What follows belongs to an exercise in optimizing a design on an open flow for small area, a short achievable clock period and few clock cycles per item; a production flow would make more cautious choices. The RTL was checked by simulation tests, not by an equivalence proof against the original design.

==> 02-27: inputs <==
// segment_intersection_test
module segment_intersection_test #(
   parameter int COORD_BITS = sit_pkg::COORD_BITS_DEF
) (
   input  logic                         clock,
   input  logic                         reset,
   input  logic                         req_valid,
   output logic                         req_ready,
   input  logic signed [COORD_BITS-1:0] req_a_start_x,
   input  logic signed [COORD_BITS-1:0] req_a_start_y,
   input  logic signed [COORD_BITS-1:0] req_a_end_x,
   input  logic signed [COORD_BITS-1:0] req_a_end_y,
   input  logic signed [COORD_BITS-1:0] req_b_start_x,
   input  logic signed [COORD_BITS-1:0] req_b_start_y,
   input  logic signed [COORD_BITS-1:0] req_b_end_x,
   input  logic signed [COORD_BITS-1:0] req_b_end_y,
   output logic                         rsp_valid,
   input  logic                         rsp_ready,
   output logic                         rsp_hit,
   output logic [1:0]                   rsp_hit_kind
);
make LEC_CHECK=0 CAP_MARGIN=20 CORE_MARGIN=2 CORE_UTILIZATION=50 PLACE_DENSITY=0.5 SETUP_SLACK_MARGIN=4.85 SLEW_MARGIN=20 SYNTH_HIERARCHICAL=1 finish   # period 8.0 ns
run.sh (not shown) runs the stock make flow with config.mk's settings and CLKGATE_MAP_FILE= SYNTH_SCRIPT=/design/flow/synth_recipe.tcl, a recipe that flattens the netlist after the stock synthesis.
==> inputs of 11-02, as changes to 02-27 <==
--- a/flow/config.mk
+++ b/flow/config.mk
@@ -9,5 +9,6 @@
 export CORE_MARGIN = 2
-export CORE_UTILIZATION = 50
-export PLACE_DENSITY = 0.5
-export SETUP_SLACK_MARGIN = 4.85
+export CORE_UTILIZATION = 60
+export CTS_BUF_LIST = sky130_fd_sc_hd__clkbuf_4 sky130_fd_sc_hd__clkbuf_8
+export CTS_CLUSTER_SIZE = 30
+export SETUP_SLACK_MARGIN = 4.7
 export SLEW_MARGIN = 20
==> inputs of 05-19, as changes to 02-27 <==
--- a/flow/config.mk
+++ b/flow/config.mk
@@ -10,4 +10,5 @@
 export CORE_UTILIZATION = 50
+export GPL_ROUTABILITY_DRIVEN = 0
 export PLACE_DENSITY = 0.5
-export SETUP_SLACK_MARGIN = 4.85
+export SETUP_SLACK_MARGIN = 4.7
 export SLEW_MARGIN = 20
==> summary.txt <==
	11-02	02-27	05-19
Crit path max-delay cell type	sky130_fd_sc_hd__fa_2	sky130_fd_sc_hd__fa_1	sky130_fd_sc_hd__fa_1
Number of DRC markers after the initial detailed-route iteration	4013	3789	3650
Buffers, non-clock	432	546	453
Crit path depth	11	12	10
Worst hold path startpoint	u_dp.r5629_3	u_dp.r5744_3	u_dp.r6127_3
# H-tree levels	4	3	3
Max FO, Critical Path	8	6	2
Global-route wire length before repair	314 mm	340 mm	327 mm
Peak clock frequency supported by timing	0.283 GHz	0.289 GHz	0.288 GHz
Net count, final	7587	7656	7560
Status	complete, no violations	complete, no violations	complete, no violations
Fraction of area in multi-input gates	64.4%	63.0%	63.8%
Critical path origin	u_dp.r742_1	u_dp.r954_1	u_dp.r2582_2
Setup repair bufs after CTS	144	233	147
Reg-to-reg critical path endpoint	u_dp.r4880_2	u_dp.r5201_2	u_dp.r5801_3
Non-filler instance count after layout	7659	8029	7931
Number of diodes	3	2	1
Average vias per placed instance	6.30	6.04	6.02
# fillers	8041	10400	10800
Detailed-route via count	48300	48500	47800
Slew headroom	35.6%	34.7%	32.9%
Testbench counts of 02-27, summed over its fixed seeds: cycles 16,048, items 16,000.
Testbench counts of 11-02, summed over its fixed seeds: cycles 16,048, items 16,000.
Testbench counts of 05-19, summed over its fixed seeds: cycles 16,048, items 16,000.

* * *

==> job 2449 <==
segment_intersection_test again, from the RTL that the note above started with.
Design segment_intersection_test, start of the top module:
module segment_intersection_test #(
   parameter int COORD_BITS = sit_pkg::COORD_BITS_DEF
) (
   input  logic                         clock,
   input  logic                         reset,
   input  logic                         req_valid,
   output logic                         req_ready,
   input  logic signed [COORD_BITS-1:0] req_a_start_x,
   input  logic signed [COORD_BITS-1:0] req_a_start_y,
   input  logic signed [COORD_BITS-1:0] req_a_end_x,
   input  logic signed [COORD_BITS-1:0] req_a_end_y,
   input  logic signed [COORD_BITS-1:0] req_b_start_x,
   input  logic signed [COORD_BITS-1:0] req_b_start_y,
   input  logic signed [COORD_BITS-1:0] req_b_end_x,
   input  logic signed [COORD_BITS-1:0] req_b_end_y,
   output logic                         rsp_valid,
   input  logic                         rsp_ready,
   output logic                         rsp_hit,
   output logic [1:0]                   rsp_hit_kind
);
clock: 8.0 ns
lec_check: 0
cap_margin: 20
core_margin: 2
core_utilization: 50
place_density: 0.42
setup_slack_margin: 4.7
slew_margin: 20
synth_hierarchical: 1
==> inputs of job 5116, as changes to job 2449 <==
--- a/flow/config.mk
+++ b/flow/config.mk
@@ -9,5 +9,4 @@
 export CORE_MARGIN = 2
 export CORE_UTILIZATION = 50
-export PLACE_DENSITY = 0.42
 export SETUP_SLACK_MARGIN = 4.7
 export SLEW_MARGIN = 20
==> inputs of job 1078, as changes to job 2449 <==
--- a/flow/config.mk
+++ b/flow/config.mk
@@ -9,5 +9,5 @@
 export CORE_MARGIN = 2
 export CORE_UTILIZATION = 50
-export PLACE_DENSITY = 0.42
+export PLACE_DENSITY = 0.75
 export SETUP_SLACK_MARGIN = 4.7
 export SLEW_MARGIN = 20
==> summary.txt <==
item	job 1078	job 5116	job 2449
Outcome	timing/DRC/antenna clean	timing/DRC/antenna clean	timing/DRC/antenna clean
Non-filler instance count after layout	7939	7922	7937
Count of clock-net buffers in the final layout	118	123	119
Worst-case clock skew	26.0 ps	31.2 ps	50.9 ps
Drt pass-1 iters	6	5	7
RePlAce Congestion	0.979	0.938	0.914
# fillers	10200	10800	10800
Routed Wire Length	223 mm	227 mm	228 mm
Buf/Inv on CP	0	2	2
Relative area of clock buffers and inverters in the final design	3.89%	4.14%	4.00%
Fraction of area in registers	21.2%	21.2%	21.2%
Vias post-DR	49100	47800	47600
All-Layer GR Usage	32.5%	33.1%	33.3%
Maximum clock frequency	0.285 GHz	0.293 GHz	0.294 GHz
Instance count after placement with tap cells included	7518	7523	7525
Met2 Resource Use GR	54.3%	54.7%	54.9%
Testbench counts of job 2449, summed over its fixed seeds: cycles 16,048, items 16,000.
Testbench counts of job 5116, summed over its fixed seeds: cycles 16,048, items 16,000.
Testbench counts of job 1078, summed over its fixed seeds: cycles 16,048, items 16,000.

* * *

==> run G: inputs <==
segment_intersection_test again, from the RTL that the note above started with.
clock: 8.0 ns
lec_check: 0
cap_margin: 20
core_margin: 2
core_utilization: 50
place_density: 0.5
setup_slack_margin: 4.7
slew_margin: 20
synth_hierarchical: 1
==> inputs of run A, as changes to run G <==
CAP_MARGIN = 10   (was 20)
PLACE_DENSITY = not set   (was 0.5)
SLEW_MARGIN = 10   (was 20)
==> summary of the runs <==
- Between run A and run G, the lower clock-buffer cell count is in run G (gap 4).
- Against run G, the hold slack of run A is worse by 0.0016 ns.
- In die area, run G and run A do not differ.
- In final area, run A and run G hardly differ.
- In run A the non-clock buffer count is lower than in run G, by 12.
- Against run A, the critical path depth of run G is lower by 1.
- Against run A, the global-route usage of run G is higher by 0.25 points.
- In sequential share of layout area, run A and run G hardly differ.
Testbench counts of run G, summed over its fixed seeds: cycles 16,048, items 16,000.
Testbench counts of run A, summed over its fixed seeds: cycles 16,048, items 16,000.

## static timing again, ports no longer ideal
The results above use ideal ports. As a check the final layouts listed here were re-extracted and re-timed, cells and wires unchanged.
Step 1: set_driving_cell puts a clkbuf_16 on clock and a buf_2 on each other input, an assumption about the parent block.
Step 2 times the ports against the registers' clock, not the clock port: input delays grow and output delays shrink by t, the midpoint of the rising clock arrivals with the driver on.
Three values: no drivers, after step 1, after step 2; two values: the first two.
| run | t (ns) | setup WS [ns] | hold WS [ns] | pins driven straight from the clock port |
|---|---|---|---|---|
| 02-27 | 0.795 | 4.541 / 4.541 / 4.158 | 0.322 / 0.322 / 0.322 | 1 |
| 11-02 | 0.899 | 4.463 / 4.463 / 3.913 | 0.323 / 0.323 / 0.323 | 1 |
| 05-19 | 0.795 | 4.533 / 4.533 / 3.976 | 0.317 / 0.317 / 0.317 | 1 |
| job 2449 | 0.786 | 4.604 / 4.604 / 3.986 | 0.325 / 0.325 / 0.325 | 1 |
| job 5116 | 0.769 | 4.587 / 4.587 / 4.065 | 0.323 / 0.323 / 0.323 | 1 |
| job 1078 | 0.799 | 4.494 / 4.494 / 3.992 | 0.326 / 0.326 / 0.326 | 1 |
| run G | 0.786 | 4.604 / 4.604 / 3.986 | 0.325 / 0.325 / 0.325 | 1 |
| run A | 0.769 | 4.587 / 4.587 / 4.065 | 0.323 / 0.323 / 0.323 | 1 |
After both steps setup and hold are still met in every run listed.
